Source: an optimization exercise on an open RTL-to-GDS flow (aim: small area). Production flows keep margins and buffers that such runs may drop.
RTL that was checked went through simulation tests only; none was proved equivalent to the original.
Power is estimated from default activity; no workload was simulated.

==> inputs of build 12 <==
==> flow/design.v (excerpt) <==
module lake_top (
  input  logic clk,
  input  logic rst_n,
  input  logic flush,
  input  logic [16-1:0] data_in,
  input  logic [6*16-1:0] wr_ranges,
  input  logic [16-1:0] wr_sched_start,
  input  logic [6*16-1:0] wr_sched_strides,
  input  logic [8-1:0] wr_addr_start,
  input  logic [6*16-1:0] wr_addr_strides,
  input  logic [6*16-1:0] rd_ranges,
  input  logic [16-1:0] rd_sched_start,
  input  logic [6*16-1:0] rd_sched_strides,
  input  logic [8-1:0] rd_addr_start,
  input  logic [6*16-1:0] rd_addr_strides,
  input  logic config_req,
  input  logic config_write,
  input  logic [8-1:0] config_addr,
  input  logic [16-1:0] config_wdata,
  output logic [16-1:0] data_out,
  output logic valid_out,
  output logic config_ack,
  output logic [16-1:0] config_rdata
);
  logic      run;    
  logic      wr_fire;
  logic      rd_fire;
  logic [8-1:0] wr_addr;
  logic [8-1:0] rd_addr;
  always_ff @(posedge clk or negedge rst_n) begin
    if (!rst_n) begin
      run <= 1'b0;
    end else begin
      run <= !flush;
    end
  end
  access_sched wr_sched (
    .clk           (clk),
    .run           (run),
    .ranges        (wr_ranges),
    .sched_start   (wr_sched_start),
    .sched_strides (wr_sched_strides),
    .addr_start    (wr_addr_start),
    .addr_strides  (wr_addr_strides),
    .fire          (wr_fire),
    .addr          (wr_addr)
  );
  access_sched rd_sched (
    .clk           (clk),
    .run           (run),
    .ranges        (rd_ranges),
    .sched_start   (rd_sched_start),
    .sched_strides (rd_sched_strides),
  ...
==> module loop_iter, before the edit <==
module loop_iter (
  input  logic                 clk,
  input  logic                 run,
  input  logic                 step,
  input  logic [6*16-1:0] ranges,
  output logic [6-1:0] sel_oh
);
  localparam int Dims = 6;
  localparam int TW   = 16;
  logic [TW-1:0]   count [Dims-1];     
  logic [TW-1:0]   cur   [Dims-1];     
  logic [Dims-2:0] at_last;
  logic [Dims-1:0] below_done;         
  always_comb begin
    below_done[0] = 1'b1;
    for (int i = 0; i < Dims - 1; i++) begin
      cur[i]          = count[i] & {TW{run}};
      at_last[i]      = (cur[i] == ranges[i*TW +: TW]);
      below_done[i+1] = below_done[i] & at_last[i];
    end
    for (int i = 0; i < Dims - 1; i++) begin
      sel_oh[i] = below_done[i] & !at_last[i];
    end
    sel_oh[Dims-1] = below_done[Dims-1];
  end
  for (genvar i = 0; i < Dims - 1; i++) begin : g_level
    always_ff @(posedge clk) begin
      if (step && below_done[i+1]) begin
        count[i] <= '0;
      end else if (step && sel_oh[i]) begin
        count[i] <= cur[i] + 1'b1;
      end else begin
        count[i] <= cur[i];
      end
    end
  end
endmodule
==> module ub_storage, before the edit <==
module ub_storage (
  input  logic                clk,
  input  logic                rst_n,
  input  logic                flush,
  input  logic                wr_fire,
  input  logic [8-1:0] wr_addr,
  input  logic [16-1:0]     data_in,
  input  logic                rd_fire,
  input  logic [8-1:0] rd_addr,
  input  logic                config_req,
  input  logic                config_write,
  input  logic [8-1:0] config_addr,
  input  logic [16-1:0]     config_wdata,
  output logic                config_ack,
  output logic [16-1:0]     config_rdata,
  output logic [16-1:0]     data_out,
  output logic                valid_out
);
  localparam int Depth = 2 ** 8;
  localparam int DW    = 16;
  logic [DW-1:0] mem [Depth];
  logic          cfg_grant;
  logic          mem_we;
  logic [8-1:0] mem_waddr;
  logic [DW-1:0] mem_wdata;
  logic [8-1:0] mem_raddr;
  logic [DW-1:0] mem_rdata;
  assign cfg_grant = config_req && !config_ack && !wr_fire && !rd_fire;
  always_comb begin
    mem_we    = wr_fire || (cfg_grant && config_write);
    mem_waddr = wr_fire ? wr_addr : config_addr;
    mem_wdata = flush ? '0 : (wr_fire ? data_in : config_wdata);
  end
  for (genvar i = 0; i < Depth; i++) begin : g_word
    logic wen;
    assign wen = flush || (mem_we && mem_waddr == 8'(i));
    always_ff @(posedge clk) begin
      if (wen) begin
        mem[i] <= mem_wdata;
      end
    end
  end
  assign mem_raddr = rd_fire ? rd_addr : config_addr;
  always_comb begin
    mem_rdata = '0;
    for (int i = 0; i < Depth; i++) begin
      mem_rdata = mem_rdata | (mem[i] & {DW{mem_raddr == 8'(i)}});
    end
  end
  always_ff @(posedge clk) begin
    data_out <= mem_rdata;
    if (cfg_grant && !config_write) begin
      config_rdata <= mem_rdata;    
    end
  end
  always_ff @(posedge clk or negedge rst_n) begin
    if (!rst_n) begin
      valid_out  <= 1'b0;
      config_ack <= 1'b0;
    end else if (flush) begin
      valid_out  <= 1'b0;
      config_ack <= 1'b0;
    end else begin
      valid_out <= rd_fire;    
      if (cfg_grant) begin
        config_ack <= 1'b1;
      end else if (!config_req) begin
        config_ack <= 1'b0;    
      end
    end
  end
endmodule
Settings: LEC_CHECK=0, CAP_MARGIN=0, CORE_MARGIN=2, CORE_UTILIZATION=60, CTS_BUF_LIST=sky130_fd_sc_hd__clkbuf_4, CTS_CLUSTER_DIAMETER=50, CTS_CLUSTER_SIZE=20, GPL_TIMING_DRIVEN=0, PLACE_DENSITY=0.7, SLEW_MARGIN=0; clock period 10.0 ns.
run.sh (not shown) runs the stock make flow with config.mk's settings and CLKGATE_MAP_FILE= SYNTH_SCRIPT=/design/flow/synth_recipe.tcl, a recipe that flattens the netlist after the stock synthesis.
==> trial 14: changes against build 12 <==
--- a/flow/design.v
+++ b/flow/design.v
@@ -10,5 +10,4 @@
   localparam int TW   = 16;
   logic [TW-1:0]   count [Dims-1];     
-  logic [TW-1:0]   cur   [Dims-1];     
   logic [Dims-2:0] at_last;
   logic [Dims-1:0] below_done;         
@@ -16,6 +15,6 @@
     below_done[0] = 1'b1;
     for (int i = 0; i < Dims - 1; i++) begin
-      cur[i]          = count[i] & {TW{run}};
-      at_last[i]      = (cur[i] == ranges[i*TW +: TW]);
+      at_last[i]      = run ? (count[i] == ranges[i*TW +: TW])
+                            : (ranges[i*TW +: TW] == '0);
       below_done[i+1] = below_done[i] & at_last[i];
     end
@@ -27,10 +26,8 @@
   for (genvar i = 0; i < Dims - 1; i++) begin : g_level
     always_ff @(posedge clk) begin
-      if (step && below_done[i+1]) begin
-        count[i] <= '0;
+      if (!run || (step && below_done[i+1])) begin
+        count[i] <= {{(TW-1){1'b0}}, step && sel_oh[i]};
       end else if (step && sel_oh[i]) begin
-        count[i] <= cur[i] + 1'b1;
-      end else begin
-        count[i] <= cur[i];
+        count[i] <= count[i] + 1'b1;
       end
     end
@@ -113,5 +110,6 @@
   localparam int Depth = 2 ** 8;
   localparam int DW    = 16;
-  logic [DW-1:0] mem [Depth];
+  localparam int GW    = 16;               
+  localparam int NG    = Depth / GW;       
   logic          cfg_grant;
   logic          mem_we;
@@ -120,25 +118,40 @@
   logic [8-1:0] mem_raddr;
   logic [DW-1:0] mem_rdata;
+  logic [NG-1:0] wsel_g, rsel_g;           
+  logic [GW-1:0] wsel_w, rsel_w;           
+  logic [DW-1:0] grp_rdata [NG];
   assign cfg_grant = config_req && !config_ack && !wr_fire && !rd_fire;
   always_comb begin
-    mem_we    = wr_fire || (cfg_grant && config_write);
+    mem_we    = (wr_fire || (cfg_grant && config_write)) && !flush;
     mem_waddr = wr_fire ? wr_addr : config_addr;
-    mem_wdata = flush ? '0 : (wr_fire ? data_in : config_wdata);
-  end
-  for (genvar i = 0; i < Depth; i++) begin : g_word
-    logic wen;
-    assign wen = flush || (mem_we && mem_waddr == 8'(i));
-    always_ff @(posedge clk) begin
-      if (wen) begin
-        mem[i] <= mem_wdata;
-      end
-    end
+    mem_wdata = wr_fire ? data_in : config_wdata;
   end
   assign mem_raddr = rd_fire ? rd_addr : config_addr;
-  always_comb begin
-    mem_rdata = '0;
-    for (int i = 0; i < Depth; i++) begin
-      mem_rdata = mem_rdata | (mem[i] & {DW{mem_raddr == 8'(i)}});
-    end
+  for (genvar g = 0; g < NG; g++) begin : g_gsel
+    assign wsel_g[g] = mem_we && (mem_waddr[7:4] == 4'(g));
+    assign rsel_g[g] = (mem_raddr[7:4] == 4'(g));
+  end
+  for (genvar w = 0; w < GW; w++) begin : g_wsel
+    assign wsel_w[w] = (mem_waddr[3:0] == 4'(w));
+    assign rsel_w[w] = (mem_raddr[3:0] == 4'(w));
+  end
+  for (genvar g = 0; g < NG; g++) begin : g_grp
+    ub_group grp (
+      .clk    (clk),
+      .flush  (flush),
+      .wsel_g (wsel_g[g]),
+      .wsel_w (wsel_w),
+      .wdata  (mem_wdata),
+      .rsel   (rsel_w & {GW{rsel_g[g]}}),
+      .rdata  (grp_rdata[g])
+    );
+  end
+  always_comb begin
+    logic [DW-1:0] acc;
+    acc = '0;
+    for (int g = 0; g < NG; g++) begin
+      acc = acc | grp_rdata[g];
+    end
+    mem_rdata = acc;
   end
   always_ff @(posedge clk) begin
@@ -163,4 +176,47 @@
       end
     end
+  end
+endmodule
+module ub_group (
+  input  logic                    clk,
+  input  logic                    flush,
+  input  logic                    wsel_g,
+  input  logic [15:0]             wsel_w,
+  input  logic [16-1:0] wdata,
+  input  logic [15:0]             rsel,
+  output logic [16-1:0] rdata
+);
+  localparam int DW = 16;
+  logic [DW-1:0] q [16];
+  for (genvar w = 0; w < 16; w++) begin : g_word
+    logic wen, hold;
+    assign wen  = wsel_g && wsel_w[w];
+    assign hold = !(wen || flush);
+    ub_word word (
+      .clk  (clk),
+      .wen  (wen),
+      .hold (hold),
+      .d    (wdata),
+      .q    (q[w])
+    );
+  end
+  always_comb begin
+    logic [DW-1:0] acc;
+    acc = '0;
+    for (int w = 0; w < 16; w++) begin
+      acc = acc | (q[w] & {DW{rsel[w]}});
+    end
+    rdata = acc;
+  end
+endmodule
+module ub_word (
+  input  logic                    clk,
+  input  logic                    wen,
+  input  logic                    hold,
+  input  logic [16-1:0] d,
+  output logic [16-1:0] q
+);
+  always_ff @(posedge clk) begin
+    q <= (d & {16{wen}}) | (q & {16{hold}});
   end
 endmodule
==> flow/flow/run.sh (new file) <==
#!/bin/bash
# The standard layout, with two changes: input and output ports get a
# sky130 buf_1 as their buffer, and clock tree synthesis builds its tree
# from clkbuf_8 cells without dummy loads.
set -euo pipefail
bash standard.sh \
  "BUFFER_PORTS_ARGS=-buffer_cell sky130_fd_sc_hd__buf_1" \
  "CTS_ARGS=-sink_clustering_enable -repair_clock_nets -dont_use_dummy_load -buf_list sky130_fd_sc_hd__clkbuf_8 -sink_clustering_size 16 -sink_clustering_max_diameter 40" \
  finish > flow.log 2>&1
==> flow/standard.sh (new file) <==
#!/bin/bash
# synth_recipe.tcl (not shown) runs the flow's synth.tcl, then flattens the netlist and writes it again
# the make line also repeats each setting of config.mk as NAME=value (left out here)
make -C /OpenROAD-flow-scripts/flow DESIGN_CONFIG=/design/flow/config.mk WORK_HOME=/design/flow/orfs CLKGATE_MAP_FILE= SYNTH_SCRIPT=/design/flow/synth_recipe.tcl "${@:-finish}"
Settings changed: CAP_MARGIN 0 to 20, CORE_UTILIZATION 60 to 45, CTS_BUF_LIST sky130_fd_sc_hd__clkbuf_4 to default, CTS_CLUSTER_DIAMETER 50 to default, CTS_CLUSTER_SIZE 20 to default, GPL_TIMING_DRIVEN 0 to default, PLACE_DENSITY 0.7 to 0.6, SLEW_MARGIN 0 to 20, SYNTH_HIERARCHICAL from default to 1.
removed: flow/run.sh
==> trial 83: changes against build 12 <==
--- a/flow/design.v
+++ b/flow/design.v
@@ -10,5 +10,4 @@
   localparam int TW   = 16;
   logic [TW-1:0]   count [Dims-1];     
-  logic [TW-1:0]   cur   [Dims-1];     
   logic [Dims-2:0] at_last;
   logic [Dims-1:0] below_done;         
@@ -16,6 +15,6 @@
     below_done[0] = 1'b1;
     for (int i = 0; i < Dims - 1; i++) begin
-      cur[i]          = count[i] & {TW{run}};
-      at_last[i]      = (cur[i] == ranges[i*TW +: TW]);
+      at_last[i]      = run ? (count[i] == ranges[i*TW +: TW])
+                            : (ranges[i*TW +: TW] == '0);
       below_done[i+1] = below_done[i] & at_last[i];
     end
@@ -27,10 +26,8 @@
   for (genvar i = 0; i < Dims - 1; i++) begin : g_level
     always_ff @(posedge clk) begin
-      if (step && below_done[i+1]) begin
-        count[i] <= '0;
+      if (!run || (step && below_done[i+1])) begin
+        count[i] <= {{(TW-1){1'b0}}, step && sel_oh[i]};
       end else if (step && sel_oh[i]) begin
-        count[i] <= cur[i] + 1'b1;
-      end else begin
-        count[i] <= cur[i];
+        count[i] <= count[i] + 1'b1;
       end
     end
@@ -113,5 +110,6 @@
   localparam int Depth = 2 ** 8;
   localparam int DW    = 16;
-  logic [DW-1:0] mem [Depth];
+  localparam int GW    = 16;               
+  localparam int NG    = Depth / GW;       
   logic          cfg_grant;
   logic          mem_we;
@@ -120,25 +118,40 @@
   logic [8-1:0] mem_raddr;
   logic [DW-1:0] mem_rdata;
+  logic [NG-1:0] wsel_g, rsel_g;           
+  logic [GW-1:0] wsel_w, rsel_w;           
+  logic [DW-1:0] grp_rdata [NG];
   assign cfg_grant = config_req && !config_ack && !wr_fire && !rd_fire;
   always_comb begin
-    mem_we    = wr_fire || (cfg_grant && config_write);
+    mem_we    = (wr_fire || (cfg_grant && config_write)) && !flush;
     mem_waddr = wr_fire ? wr_addr : config_addr;
-    mem_wdata = flush ? '0 : (wr_fire ? data_in : config_wdata);
-  end
-  for (genvar i = 0; i < Depth; i++) begin : g_word
-    logic wen;
-    assign wen = flush || (mem_we && mem_waddr == 8'(i));
-    always_ff @(posedge clk) begin
-      if (wen) begin
-        mem[i] <= mem_wdata;
-      end
-    end
+    mem_wdata = wr_fire ? data_in : config_wdata;
   end
   assign mem_raddr = rd_fire ? rd_addr : config_addr;
-  always_comb begin
-    mem_rdata = '0;
-    for (int i = 0; i < Depth; i++) begin
-      mem_rdata = mem_rdata | (mem[i] & {DW{mem_raddr == 8'(i)}});
-    end
+  for (genvar g = 0; g < NG; g++) begin : g_gsel
+    assign wsel_g[g] = mem_we && (mem_waddr[7:4] == 4'(g));
+    assign rsel_g[g] = (mem_raddr[7:4] == 4'(g));
+  end
+  for (genvar w = 0; w < GW; w++) begin : g_wsel
+    assign wsel_w[w] = (mem_waddr[3:0] == 4'(w));
+    assign rsel_w[w] = (mem_raddr[3:0] == 4'(w));
+  end
+  for (genvar g = 0; g < NG; g++) begin : g_grp
+    ub_group grp (
+      .clk    (clk),
+      .flush  (flush),
+      .wsel_g (wsel_g[g]),
+      .wsel_w (wsel_w),
+      .wdata  (mem_wdata),
+      .rsel   (rsel_w & {GW{rsel_g[g]}}),
+      .rdata  (grp_rdata[g])
+    );
+  end
+  always_comb begin
+    logic [DW-1:0] acc;
+    acc = '0;
+    for (int g = 0; g < NG; g++) begin
+      acc = acc | grp_rdata[g];
+    end
+    mem_rdata = acc;
   end
   always_ff @(posedge clk) begin
@@ -163,4 +176,47 @@
       end
     end
+  end
+endmodule
+module ub_group (
+  input  logic                    clk,
+  input  logic                    flush,
+  input  logic                    wsel_g,
+  input  logic [15:0]             wsel_w,
+  input  logic [16-1:0] wdata,
+  input  logic [15:0]             rsel,
+  output logic [16-1:0] rdata
+);
+  localparam int DW = 16;
+  logic [DW-1:0] q [16];
+  for (genvar w = 0; w < 16; w++) begin : g_word
+    logic wen, hold;
+    assign wen  = wsel_g && wsel_w[w];
+    assign hold = !(wen || flush);
+    ub_word word (
+      .clk  (clk),
+      .wen  (wen),
+      .hold (hold),
+      .d    (wdata),
+      .q    (q[w])
+    );
+  end
+  always_comb begin
+    logic [DW-1:0] acc;
+    acc = '0;
+    for (int w = 0; w < 16; w++) begin
+      acc = acc | (q[w] & {DW{rsel[w]}});
+    end
+    rdata = acc;
+  end
+endmodule
+module ub_word (
+  input  logic                    clk,
+  input  logic                    wen,
+  input  logic                    hold,
+  input  logic [16-1:0] d,
+  output logic [16-1:0] q
+);
+  always_ff @(posedge clk) begin
+    q <= (d & {16{wen}}) | (q & {16{hold}});
   end
 endmodule
==> flow/flow/run.sh (new file) <==
#!/bin/bash
# The standard layout, with two changes: input and output ports get a
# sky130 buf_1 as their buffer, and clock tree synthesis builds its tree
# from clkbuf_8 cells without dummy loads.
set -euo pipefail
bash standard.sh \
  "BUFFER_PORTS_ARGS=-buffer_cell sky130_fd_sc_hd__buf_1" \
  "CTS_ARGS=-sink_clustering_enable -repair_clock_nets -dont_use_dummy_load -buf_list sky130_fd_sc_hd__clkbuf_8 -sink_clustering_size 16 -sink_clustering_max_diameter 40" \
  finish > flow.log 2>&1
==> flow/standard.sh (new file) <==
#!/bin/bash
# synth_recipe.tcl (not shown) runs the flow's synth.tcl, then flattens the netlist and writes it again
# the make line also repeats each setting of config.mk as NAME=value (left out here)
make -C /OpenROAD-flow-scripts/flow DESIGN_CONFIG=/design/flow/config.mk WORK_HOME=/design/flow/orfs CLKGATE_MAP_FILE= SYNTH_SCRIPT=/design/flow/synth_recipe.tcl "${@:-finish}"
Settings changed: CAP_MARGIN 0 to 20, CORE_UTILIZATION 60 to 62, CTS_BUF_LIST sky130_fd_sc_hd__clkbuf_4 to default, CTS_CLUSTER_DIAMETER 50 to default, CTS_CLUSTER_SIZE 20 to default, GPL_TIMING_DRIVEN 0 to default, SLEW_MARGIN 0 to 20, SYNTH_HIERARCHICAL from default to 1.
removed: flow/run.sh
==> notes.md <==
- Against trial 14, the worst setup slack of trial 83 is lower by 0.25 ns.
- Against trial 14, the first-iteration DRC count of trial 83 is larger by about 13%.
- In trial 83 the sequential share of layout area is higher than in trial 14, by 0.73 points.
- Combinational power is about the same in trial 83 and trial 14.
- Trial 14 finished with timing, DRC and antenna clean. Trial 83 finished clean. Build 12 failed in 5_1_grt on GRT-0116.
Only the layout flow was run in build 12; the RTL was not checked for function there.

-- static timing again, ports no longer ideal --
No port has a modelled driver above. Below, the same layouts with a new extraction and two added sets of constraints. Step 1 assumes that a clkbuf_16 drives the clock port and a buf_2 every other input. Step 2, shift: input delay + t, output delay - t, t = (earliest + latest rising clock arrival at the registers) / 2. This alone moves slack from input paths to output paths. Slacks: ideal ports / drivers / drivers and shift; pairs: ideal ports / drivers.
run | t, ns | setup WS [ns] | worst setup path at the end | clock arrival spread, ns
trial 14 | 1.319 | 1.839 / 1.926 / 0.607 | input to register | 0.132 / 0.132
trial 83 | 1.267 | 1.591 / 1.591 / 0.517 | input to register | 0.120 / 0.120
After both steps setup and hold are still met in every run listed. For trial 14, which loses most, drivers alone change the setup slack by +0.087 ns; drivers and shift together by -1.232 ns.
